From an optimization exercise on the open Yosys and OpenROAD flow, aimed at small area, a short achievable clock period and few clock cycles; shortcuts taken in it are not production practice. At most, simulation tests tie the RTL to the original design; equivalence was not proved. Power is estimated from default activity; no workload was simulated.

==> inputs of job 7311 <==
==> flow/design.v (excerpt) <==
module alu_arbiter #(
  parameter int MUL_LAT = 3
) (
  input  logic        clk,
  input  logic        reset,
  input  logic        i_reqA_valid,
  input  logic        i_reqB_valid,
  output logic        o_reqA_ready,
  output logic        o_reqB_ready,
  input  logic [31:0] i_reqA_op1,
  input  logic [31:0] i_reqA_op2,
  input  logic [31:0] i_reqB_op1,
  input  logic [31:0] i_reqB_op2,
  input  logic [3:0]  i_reqA_sel,
  input  logic [3:0]  i_reqB_sel,
  output logic        o_rsp_valid,
  input  logic        i_rsp_ready,
  output logic        o_rsp_id,
  output logic [31:0] o_rsp_data,
  output logic        o_rsp_zflag,
  output logic        o_busy
);
==> flow/config.mk <==
export PLATFORM = sky130hd
export DESIGN_NAME = alu_arbiter
export DESIGN_NICKNAME = alu_arbiter
export VERILOG_FILES = /design/flow/design.v
export SDC_FILE = /design/flow/constraint.sdc
export NUM_CORES = 4
export LEC_CHECK = 0
export ABC_AREA = 1
export ABC_CLOCK_PERIOD_IN_PS = 5000
export CAP_MARGIN = 20
export CORE_MARGIN = 2
export CORE_UTILIZATION = 40
export SETUP_SLACK_MARGIN = 4.8
export SLEW_MARGIN = 20
==> flow/constraint.sdc <==
create_clock -name core_clock -period 9.5 [get_ports {clk}]
set_input_delay 1.9000 -clock core_clock [delete_from_list [all_inputs] [get_ports {clk}]]
set_output_delay 1.9000 -clock core_clock [all_outputs]
set_load 0.01 [all_outputs]
standard.sh (not shown) runs the stock make flow with config.mk's settings and CLKGATE_MAP_FILE= SYNTH_SCRIPT=/design/flow/synth_recipe.tcl, a recipe that flattens the netlist after the stock synthesis.
==> flow/flow/run.sh <==
#!/bin/bash
# Standard ORFS layout with two changes:
#  - after the standard synthesis, polarity.py removes inverters (it picks the
#    polarity of each full adder and XOR gate, both of which can absorb an
#    inversion, and splits half adders whose inputs are both inverted);
#    registers, ports and all other cells are unchanged;
#  - the port buffers are buf_1 cells (the resizer may upsize them) instead
#    of the default delay-buffer cell.
set -euo pipefail
R=orfs/results/${FLOW_PLATFORM}/alu_arbiter/base
bash standard.sh synth > log_synth.txt 2>&1
python3 flow/polarity.py $R/1_2_yosys.v $R/1_2_yosys.pol.v > log_polarity.txt 2>&1
mv $R/1_2_yosys.pol.v $R/1_2_yosys.v
rm -f $R/1_synth.odb $R/1_synth.sdc
bash standard.sh BUFFER_PORTS_ARGS="-buffer_cell sky130_fd_sc_hd__buf_1" finish > log_layout.txt 2>&1
Other scripts of this flow, unchanged in this note and not shown: flow/flow/polarity.py
==> inputs of job 3236, as changes to job 7311 <==
- ABC_CLOCK_PERIOD_IN_PS: 5000 -> 4500
- CORE_UTILIZATION: 40 -> 55
- SETUP_SLACK_MARGIN: 4.8 -> 5.0
==> comparison table <==
item                                                              job 3236        job 7311
Result of the run                                           finished clean  finished clean
CORE AREA                                                      0.03767 mm²     0.05234 mm²
Initial Utilization                                                 55.96%          40.27%
Signal arrival time at the worst endpoint                          2.73 ns         2.72 ns
Placed inst area                                               0.02193 mm²     0.02213 mm²
Pin count of the biggest net entering global routing                    60              68
Cell row count                                                          71              84
Post_cts resized                                                        99              33
Start point of the worst hold path                                  ay1[1]            cin1
Clock share of power                                                  8.3%            8.5%
P_seq                                                              1.68 mW         1.64 mW
DP Cell Count                                                         3050            3224
Layout fillers                                                        3269            5139
Pwr/cell area                                                 376.7 mW/mm²    374.4 mW/mm²
Combined buffer and inverter count along the critical path               3               2
Testbench counts of job 7311, summed over its fixed seeds: cycles 2,416.
Testbench counts of job 3236, summed over its fixed seeds: cycles 2,416.

==> v7: inputs <==
alu_arbiter, a different RTL version from the one above (not shown whole).
make LEC_CHECK=0 ABC_AREA=1 ABC_CLOCK_PERIOD_IN_PS=4500 CAP_MARGIN=20 CORE_MARGIN=2 CORE_UTILIZATION=40 SETUP_SLACK_MARGIN=5.0 SLEW_MARGIN=20 finish   # period 9.5 ns
run.sh (not shown) runs the stock make flow with config.mk's settings and CLKGATE_MAP_FILE= SYNTH_SCRIPT=/design/flow/synth_recipe.tcl, a recipe that flattens the netlist after the stock synthesis.
Stock flow here: none of the scripts above is used.
==> inputs of v12, as changes to v7 <==
--- a/flow/design.v
+++ b/flow/design.v
@@ -18,46 +18,55 @@
   output logic        o_rsp_id,
   output logic [31:0] o_rsp_data,
   output logic        o_rsp_zflag,
   output logic        o_busy
 );
   logic        last_b;       
-  logic        grant_b, stall, accept;
+  logic        cap_b, cap_v, other_v, stall, acc_ok, accept;
   logic [31:0] a, b;
   logic [3:0]  sel;
   logic        is_mul, is_add, is_sub, is_and, is_or, is_slt;
-  logic [31:0] ax;
+  logic [31:0] ax, ay;
   logic [15:0] d_one, d_two, d_neg;
   logic        v1, id1;      
   logic [31:0] ma;           
+  logic [31:0] ay1;          
+  logic        cin1;         
   logic [15:0] bo, bt, bn;   
   logic        v2, id2;      
-  assign grant_b      = i_reqB_valid & (~i_reqA_valid | ~last_b);
+  logic        cin2;
+  assign other_v = id1 ? i_reqA_valid : i_reqB_valid;
+  always_comb begin
+    if (v1) begin
+      cap_v = other_v;
+      cap_b = ~id1;
+    end else begin
+      cap_v = i_reqA_valid | i_reqB_valid;
+      cap_b = i_reqB_valid & (~i_reqA_valid | ~last_b);
+    end
+  end
   assign stall        = v2 & ~i_rsp_ready;
-  assign o_reqA_ready = ~reset & ~stall & i_reqA_valid & ~grant_b;
-  assign o_reqB_ready = ~reset & ~stall & grant_b;
+  assign acc_ok       = v1 & ~stall & ~reset & ~(other_v & (last_b == id1));
+  assign o_reqA_ready = acc_ok & ~id1 & i_reqA_valid;
+  assign o_reqB_ready = acc_ok & id1 & i_reqB_valid;
   assign accept       = o_reqA_ready | o_reqB_ready;
   assign o_rsp_valid  = v2;
   assign o_rsp_id     = id2;
-  assign o_busy       = v1 | v2;
-  assign a   = grant_b ? i_reqB_op1 : i_reqA_op1;
-  assign b   = grant_b ? i_reqB_op2 : i_reqA_op2;
-  assign sel = grant_b ? i_reqB_sel : i_reqA_sel;
+  assign o_busy       = v2;
+  assign a   = cap_b ? i_reqB_op1 : i_reqA_op1;
+  assign b   = cap_b ? i_reqB_op2 : i_reqA_op2;
+  assign sel = cap_b ? i_reqB_sel : i_reqA_sel;
   assign is_and = (sel == 4'b0000);
   assign is_or  = (sel == 4'b0001);
   assign is_add = (sel == 4'b0010);
   assign is_mul = (sel == 4'b0011);
   assign is_sub = (sel == 4'b0110);
   assign is_slt = (sel == 4'b0111);
-  logic        inv_b, cout;
-  logic [31:0] sum1;
-  assign inv_b = is_sub | is_slt;
-  assign {cout, sum1} = {1'b0, a} + {1'b0, b ^ {32{inv_b}}} + {32'b0, inv_b};
-  assign ax = ({32{is_mul}} & a) | ({32{is_add | is_sub}} & sum1) |
-              ({32{is_and}} & (a & b)) | ({32{is_or}} & (a | b)) |
-              {31'b0, is_slt & ~cout};
+  assign ax = ({32{is_add | is_sub | is_mul}} & a) | ({32{is_and}} & (a & b)) |
+              ({32{is_or}} & (a | b)) | {31'b0, is_slt & (a < b)};
+  assign ay = ({32{is_add}} & b) | ({32{is_sub}} & ~b);
   always_comb begin
     for (int i = 0; i < 16; i++) begin
       logic b1, b0, bm;
       b1 = b[2*i+1];
       b0 = b[2*i];
       bm = (i == 0) ? 1'b0 : b[2*i-1];
@@ -69,26 +78,26 @@
   end
   always_ff @(posedge clk or posedge reset) begin
     if (reset) begin
       last_b <= 1'b1;
       v1     <= 1'b0;
       v2     <= 1'b0;
-    end else if (!stall) begin
-      if (accept) last_b <= grant_b;
-      v1 <= accept;
-      v2 <= v1;
+    end else begin
+      v1 <= cap_v;
+      if (accept) last_b <= id1;
+      if (!stall) v2 <= accept;
     end
   end
   always_ff @(posedge clk) begin
-    if (!stall) begin
-      id1  <= grant_b;
-      ma   <= ax;
-      bo   <= d_one;
-      bt   <= d_two;
-      bn   <= d_neg;
-    end
+    id1  <= cap_b;
+    ma   <= ax;
+    ay1  <= ay;
+    cin1 <= is_sub;
+    bo   <= d_one;
+    bt   <= d_two;
+    bn   <= d_neg;
   end
   wire pp0_0 = (bo[0] & ma[0]) ^ bn[0];
   wire pp0_1 = ((bo[0] & ma[1]) | (bt[0] & ma[0])) ^ bn[0];
   wire pp0_2 = ((bo[0] & ma[2]) | (bt[0] & ma[1])) ^ bn[0];
   wire pp0_3 = ((bo[0] & ma[3]) | (bt[0] & ma[2])) ^ bn[0];
   wire pp0_4 = ((bo[0] & ma[4]) | (bt[0] & ma[3])) ^ bn[0];
@@ -837,12 +846,13 @@
   wire tx476 = tx474 ^ tx475;
   wire tx477 = tc336 ^ tc338;
   wire tx478 = tx476 ^ tx477;
   logic r0_0;
   logic r0_1;
   logic r1_0;
+  logic r1_1;
   logic r2_0;
   logic r2_1;
   logic r3_0;
   logic r3_1;
   logic r4_0;
   logic r4_1;
@@ -901,80 +911,84 @@
   logic r31_0;
   logic r31_1;
   logic r31_2;
   always_ff @(posedge clk) begin
     if (!stall) begin
       id2  <= id1;
-      r0_0 <= bn[0];
+      cin2 <= cin1;
+      r0_0 <= bn[0] | ay1[0];
       r0_1 <= pp0_0;
       r1_0 <= pp0_1;
-      r2_0 <= pp1_0;
+      r1_1 <= ay1[1];
+      r2_0 <= pp1_0 | ay1[2];
       r2_1 <= ts393;
-      r3_0 <= tc394;
+      r3_0 <= tc394 | ay1[3];
       r3_1 <= ts395;
-      r4_0 <= tc396;
+      r4_0 <= tc396 | ay1[4];
       r4_1 <= ts397;
-      r5_0 <= tc398;
+      r5_0 <= tc398 | ay1[5];
       r5_1 <= ts399;
-      r6_0 <= tc400;
+      r6_0 <= tc400 | ay1[6];
       r6_1 <= ts401;
-      r7_0 <= tc402;
+      r7_0 <= tc402 | ay1[7];
       r7_1 <= ts403;
-      r8_0 <= tc404;
+      r8_0 <= tc404 | ay1[8];
       r8_1 <= ts405;
-      r9_0 <= tc406;
+      r9_0 <= tc406 | ay1[9];
       r9_1 <= ts407;
-      r10_0 <= tc408;
+      r10_0 <= tc408 | ay1[10];
       r10_1 <= ts409;
-      r11_0 <= tc410;
+      r11_0 <= tc410 | ay1[11];
       r11_1 <= ts411;
-      r12_0 <= tc412;
+      r12_0 <= tc412 | ay1[12];
       r12_1 <= ts413;
-      r13_0 <= tc414;
+      r13_0 <= tc414 | ay1[13];
       r13_1 <= ts415;
-      r14_0 <= tc416;
+      r14_0 <= tc416 | ay1[14];
       r14_1 <= ts417;
-      r15_0 <= tc418;
+      r15_0 <= tc418 | ay1[15];
       r15_1 <= ts419;
-      r16_0 <= tc420;
+      r16_0 <= tc420 | ay1[16];
       r16_1 <= ts421;
-      r17_0 <= tc422;
+      r17_0 <= tc422 | ay1[17];
       r17_1 <= ts423;
-      r18_0 <= tc424;
+      r18_0 <= tc424 | ay1[18];
       r18_1 <= ts425;
-      r19_0 <= tc426;
+      r19_0 <= tc426 | ay1[19];
       r19_1 <= ts427;
-      r20_0 <= tc428;
+      r20_0 <= tc428 | ay1[20];
       r20_1 <= ts429;
-      r21_0 <= tc430;
+      r21_0 <= tc430 | ay1[21];
       r21_1 <= ts431;
-      r22_0 <= tc432;
+      r22_0 <= tc432 | ay1[22];
       r22_1 <= ts433;
-      r23_0 <= tc434;
+      r23_0 <= tc434 | ay1[23];
       r23_1 <= ts435;
-      r24_0 <= tc436;
+      r24_0 <= tc436 | ay1[24];
       r24_1 <= ts437;
-      r25_0 <= tc438;
+      r25_0 <= tc438 | ay1[25];
       r25_1 <= ts439;
-      r26_0 <= tc440;
+      r26_0 <= tc440 | ay1[26];
       r26_1 <= ts441;
-      r27_0 <= tc442;
+      r27_0 <= tc442 | ay1[27];
       r27_1 <= ts443;
-      r28_0 <= tc444;
+      r28_0 <= tc444 | ay1[28];
       r28_1 <= ts445;
-      r29_0 <= tc446;
+      r29_0 <= tc446 | ay1[29];
       r29_1 <= ts447;
-      r30_0 <= tc448;
+      r30_0 <= tc448 | ay1[30];
       r30_1 <= ts449;
-      r31_0 <= tc392;
+      r31_0 <= tc392 | ay1[31];
       r31_1 <= tx478;
       r31_2 <= tc450;
     end
   end
   wire ux479 = r31_0 ^ r31_1;
   wire ux480 = r31_2 ^ ux479;
   logic [31:0] fs, fc;
   assign fs = {ux480, r30_0, r29_0, r28_0, r27_0, r26_0, r25_0, r24_0, r23_0, r22_0, r21_0, r20_0, r19_0, r18_0, r17_0, r16_0, r15_0, r14_0, r13_0, r12_0, r11_0, r10_0, r9_0, r8_0, r7_0, r6_0, r5_0, r4_0, r3_0, r2_0, r1_0, r0_0};
-  assign fc = {1'b0, r30_1, r29_1, r28_1, r27_1, r26_1, r25_1, r24_1, r23_1, r22_1, r21_1, r20_1, r19_1, r18_1, r17_1, r16_1, r15_1, r14_1, r13_1, r12_1, r11_1, r10_1, r9_1, r8_1, r7_1, r6_1, r5_1, r4_1, r3_1, r2_1, 1'b0, r0_1};
-  assign o_rsp_data  = fs + fc;
-  assign o_rsp_zflag = ((fs ^ fc) == {fs[30:0] | fc[30:0], 1'b0});
+  assign fc = {1'b0, r30_1, r29_1, r28_1, r27_1, r26_1, r25_1, r24_1, r23_1, r22_1, r21_1, r20_1, r19_1, r18_1, r17_1, r16_1, r15_1, r14_1, r13_1, r12_1, r11_1, r10_1, r9_1, r8_1, r7_1, r6_1, r5_1, r4_1, r3_1, r2_1, r1_1, r0_1};
+  logic [32:0] sum;
+  assign sum         = {fs, 1'b1} + {fc, cin2};    
+  assign o_rsp_data  = sum[32:1];
+  assign o_rsp_zflag = ((fs ^ fc) == {fs[30:0] | fc[30:0], cin2});
 endmodule
==> flow/flow/run.sh (new file) <==
#!/bin/bash
# Standard ORFS layout, except that the port buffers are buf_1 cells (which
# the resizer may upsize) instead of the default delay-buffer cell.
set -euo pipefail
bash standard.sh synth > log_synth.txt 2>&1
bash standard.sh BUFFER_PORTS_ARGS="-buffer_cell sky130_fd_sc_hd__buf_1" finish > log_layout.txt 2>&1
==> flow/standard.sh (new file) <==
#!/bin/bash
# synth_recipe.tcl (not shown) runs the flow's synth.tcl, then flattens the netlist and writes it again
# the make line also repeats each setting of config.mk as NAME=value (left out here)
make -C /OpenROAD-flow-scripts/flow DESIGN_CONFIG=/design/flow/config.mk WORK_HOME=/design/flow/orfs CLKGATE_MAP_FILE= SYNTH_SCRIPT=/design/flow/synth_recipe.tcl "${@:-finish}"
removed: flow/run.sh
==> inputs of v11, as changes to v7 <==
--- a/flow/design.v
+++ b/flow/design.v
@@ -22,18 +22,21 @@
 );
   logic        last_b;       
   logic        grant_b, stall, accept;
   logic [31:0] a, b;
   logic [3:0]  sel;
   logic        is_mul, is_add, is_sub, is_and, is_or, is_slt;
-  logic [31:0] ax;
+  logic [31:0] ax, ay;
   logic [15:0] d_one, d_two, d_neg;
   logic        v1, id1;      
   logic [31:0] ma;           
+  logic [31:0] ay1;          
+  logic        cin1;         
   logic [15:0] bo, bt, bn;   
   logic        v2, id2;      
+  logic        cin2;
   assign grant_b      = i_reqB_valid & (~i_reqA_valid | ~last_b);
   assign stall        = v2 & ~i_rsp_ready;
   assign o_reqA_ready = ~reset & ~stall & i_reqA_valid & ~grant_b;
   assign o_reqB_ready = ~reset & ~stall & grant_b;
   assign accept       = o_reqA_ready | o_reqB_ready;
   assign o_rsp_valid  = v2;
@@ -45,19 +48,15 @@
   assign is_and = (sel == 4'b0000);
   assign is_or  = (sel == 4'b0001);
   assign is_add = (sel == 4'b0010);
   assign is_mul = (sel == 4'b0011);
   assign is_sub = (sel == 4'b0110);
   assign is_slt = (sel == 4'b0111);
-  logic        inv_b, cout;
-  logic [31:0] sum1;
-  assign inv_b = is_sub | is_slt;
-  assign {cout, sum1} = {1'b0, a} + {1'b0, b ^ {32{inv_b}}} + {32'b0, inv_b};
-  assign ax = ({32{is_mul}} & a) | ({32{is_add | is_sub}} & sum1) |
-              ({32{is_and}} & (a & b)) | ({32{is_or}} & (a | b)) |
-              {31'b0, is_slt & ~cout};
+  assign ax = ({32{is_add | is_sub | is_mul}} & a) | ({32{is_and}} & (a & b)) |
+              ({32{is_or}} & (a | b)) | {31'b0, is_slt & (a < b)};
+  assign ay = ({32{is_add}} & b) | ({32{is_sub}} & ~b);
   always_comb begin
     for (int i = 0; i < 16; i++) begin
       logic b1, b0, bm;
       b1 = b[2*i+1];
       b0 = b[2*i];
       bm = (i == 0) ? 1'b0 : b[2*i-1];
@@ -79,12 +78,14 @@
     end
   end
   always_ff @(posedge clk) begin
     if (!stall) begin
       id1  <= grant_b;
       ma   <= ax;
+      ay1  <= ay;
+      cin1 <= is_sub;
       bo   <= d_one;
       bt   <= d_two;
       bn   <= d_neg;
     end
   end
   wire pp0_0 = (bo[0] & ma[0]) ^ bn[0];
@@ -837,12 +838,13 @@
   wire tx476 = tx474 ^ tx475;
   wire tx477 = tc336 ^ tc338;
   wire tx478 = tx476 ^ tx477;
   logic r0_0;
   logic r0_1;
   logic r1_0;
+  logic r1_1;
   logic r2_0;
   logic r2_1;
   logic r3_0;
   logic r3_1;
   logic r4_0;
   logic r4_1;
@@ -901,80 +903,84 @@
   logic r31_0;
   logic r31_1;
   logic r31_2;
   always_ff @(posedge clk) begin
     if (!stall) begin
       id2  <= id1;
-      r0_0 <= bn[0];
+      cin2 <= cin1;
+      r0_0 <= bn[0] | ay1[0];
       r0_1 <= pp0_0;
       r1_0 <= pp0_1;
-      r2_0 <= pp1_0;
+      r1_1 <= ay1[1];
+      r2_0 <= pp1_0 | ay1[2];
       r2_1 <= ts393;
-      r3_0 <= tc394;
+      r3_0 <= tc394 | ay1[3];
       r3_1 <= ts395;
-      r4_0 <= tc396;
+      r4_0 <= tc396 | ay1[4];
       r4_1 <= ts397;
-      r5_0 <= tc398;
+      r5_0 <= tc398 | ay1[5];
       r5_1 <= ts399;
-      r6_0 <= tc400;
+      r6_0 <= tc400 | ay1[6];
       r6_1 <= ts401;
-      r7_0 <= tc402;
+      r7_0 <= tc402 | ay1[7];
       r7_1 <= ts403;
-      r8_0 <= tc404;
+      r8_0 <= tc404 | ay1[8];
       r8_1 <= ts405;
-      r9_0 <= tc406;
+      r9_0 <= tc406 | ay1[9];
       r9_1 <= ts407;
-      r10_0 <= tc408;
+      r10_0 <= tc408 | ay1[10];
       r10_1 <= ts409;
-      r11_0 <= tc410;
+      r11_0 <= tc410 | ay1[11];
       r11_1 <= ts411;
-      r12_0 <= tc412;
+      r12_0 <= tc412 | ay1[12];
       r12_1 <= ts413;
-      r13_0 <= tc414;
+      r13_0 <= tc414 | ay1[13];
       r13_1 <= ts415;
-      r14_0 <= tc416;
+      r14_0 <= tc416 | ay1[14];
       r14_1 <= ts417;
-      r15_0 <= tc418;
+      r15_0 <= tc418 | ay1[15];
       r15_1 <= ts419;
-      r16_0 <= tc420;
+      r16_0 <= tc420 | ay1[16];
       r16_1 <= ts421;
-      r17_0 <= tc422;
+      r17_0 <= tc422 | ay1[17];
       r17_1 <= ts423;
-      r18_0 <= tc424;
+      r18_0 <= tc424 | ay1[18];
       r18_1 <= ts425;
-      r19_0 <= tc426;
+      r19_0 <= tc426 | ay1[19];
       r19_1 <= ts427;
-      r20_0 <= tc428;
+      r20_0 <= tc428 | ay1[20];
       r20_1 <= ts429;
-      r21_0 <= tc430;
+      r21_0 <= tc430 | ay1[21];
       r21_1 <= ts431;
-      r22_0 <= tc432;
+      r22_0 <= tc432 | ay1[22];
       r22_1 <= ts433;
-      r23_0 <= tc434;
+      r23_0 <= tc434 | ay1[23];
       r23_1 <= ts435;
-      r24_0 <= tc436;
+      r24_0 <= tc436 | ay1[24];
       r24_1 <= ts437;
-      r25_0 <= tc438;
+      r25_0 <= tc438 | ay1[25];
       r25_1 <= ts439;
-      r26_0 <= tc440;
+      r26_0 <= tc440 | ay1[26];
       r26_1 <= ts441;
-      r27_0 <= tc442;
+      r27_0 <= tc442 | ay1[27];
       r27_1 <= ts443;
-      r28_0 <= tc444;
+      r28_0 <= tc444 | ay1[28];
       r28_1 <= ts445;
-      r29_0 <= tc446;
+      r29_0 <= tc446 | ay1[29];
       r29_1 <= ts447;
-      r30_0 <= tc448;
+      r30_0 <= tc448 | ay1[30];
       r30_1 <= ts449;
-      r31_0 <= tc392;
+      r31_0 <= tc392 | ay1[31];
       r31_1 <= tx478;
       r31_2 <= tc450;
     end
   end
   wire ux479 = r31_0 ^ r31_1;
   wire ux480 = r31_2 ^ ux479;
   logic [31:0] fs, fc;
   assign fs = {ux480, r30_0, r29_0, r28_0, r27_0, r26_0, r25_0, r24_0, r23_0, r22_0, r21_0, r20_0, r19_0, r18_0, r17_0, r16_0, r15_0, r14_0, r13_0, r12_0, r11_0, r10_0, r9_0, r8_0, r7_0, r6_0, r5_0, r4_0, r3_0, r2_0, r1_0, r0_0};
-  assign fc = {1'b0, r30_1, r29_1, r28_1, r27_1, r26_1, r25_1, r24_1, r23_1, r22_1, r21_1, r20_1, r19_1, r18_1, r17_1, r16_1, r15_1, r14_1, r13_1, r12_1, r11_1, r10_1, r9_1, r8_1, r7_1, r6_1, r5_1, r4_1, r3_1, r2_1, 1'b0, r0_1};
-  assign o_rsp_data  = fs + fc;
-  assign o_rsp_zflag = ((fs ^ fc) == {fs[30:0] | fc[30:0], 1'b0});
+  assign fc = {1'b0, r30_1, r29_1, r28_1, r27_1, r26_1, r25_1, r24_1, r23_1, r22_1, r21_1, r20_1, r19_1, r18_1, r17_1, r16_1, r15_1, r14_1, r13_1, r12_1, r11_1, r10_1, r9_1, r8_1, r7_1, r6_1, r5_1, r4_1, r3_1, r2_1, r1_1, r0_1};
+  logic [32:0] sum;
+  assign sum         = {fs, 1'b1} + {fc, cin2};    
+  assign o_rsp_data  = sum[32:1];
+  assign o_rsp_zflag = ((fs ^ fc) == {fs[30:0] | fc[30:0], cin2});
 endmodule
==> notes <==
Between v7 and v11, the lower sequential share of layout area is in v7 (gap 3.7 points).
The lowest combinational power belongs to v12, the highest to v7.
Global-route usage: v12 < v11 < v7.
Between v11 and v7, the lower power is in v7 (gap 1.8%, measured against v7).
The highest synthesized cell count belongs to v12, the lowest to v7.
First-iteration DRC count: v11 > v12 > v7.
The lowest worst hold slack belongs to v12, the highest to v11.
The highest setup slack belongs to v11, the lowest to v7.
Testbench counts of v11, summed over its fixed seeds: cycles 2,416.
Function not checked in v7 and v12: the RTL went through the layout flow alone.

-- what the ideal ports hide --
In the flow no input, the clock included, has a driving cell. The finished layouts below were timed again as built, in two steps.
Step 1: set_driving_cell puts a clkbuf_16 on clk and a buf_2 on each other input, an assumption about the parent block.
Step 2 also shifts input and output timing later by t, the mid clock arrival at the registers, as if the neighbouring blocks saw the same clock.
a / b / c = ideal / step 1 / step 2; a / b = the first two.
run | t (ns) | setup slack, ns | latest minus earliest clock arrival (ns) | worst register clock-pin slew, ns
job 7311 | 0.541 | 4.877 / 4.820 / 4.871 | 0.016 / 0.016 | 0.09 / 0.09
job 3236 | 0.519 | 4.868 / 4.808 / 4.879 | 0.024 / 0.024 | 0.09 / 0.09
v7 | 0.517 | 4.868 / 4.808 / 4.417 | 0.014 / 0.014 | 0.07 / 0.07
v12 | 0.514 | 4.872 / 4.831 / 4.690 | 0.018 / 0.017 | 0.08 / 0.08
v11 | 0.532 | 4.920 / 4.863 / 4.746 | 0.016 / 0.016 | 0.08 / 0.08
After both steps every run listed still meets setup and hold. The setup slack of v7, which loses most, moves by -0.060 ns with the drivers and by -0.451 ns with both steps.
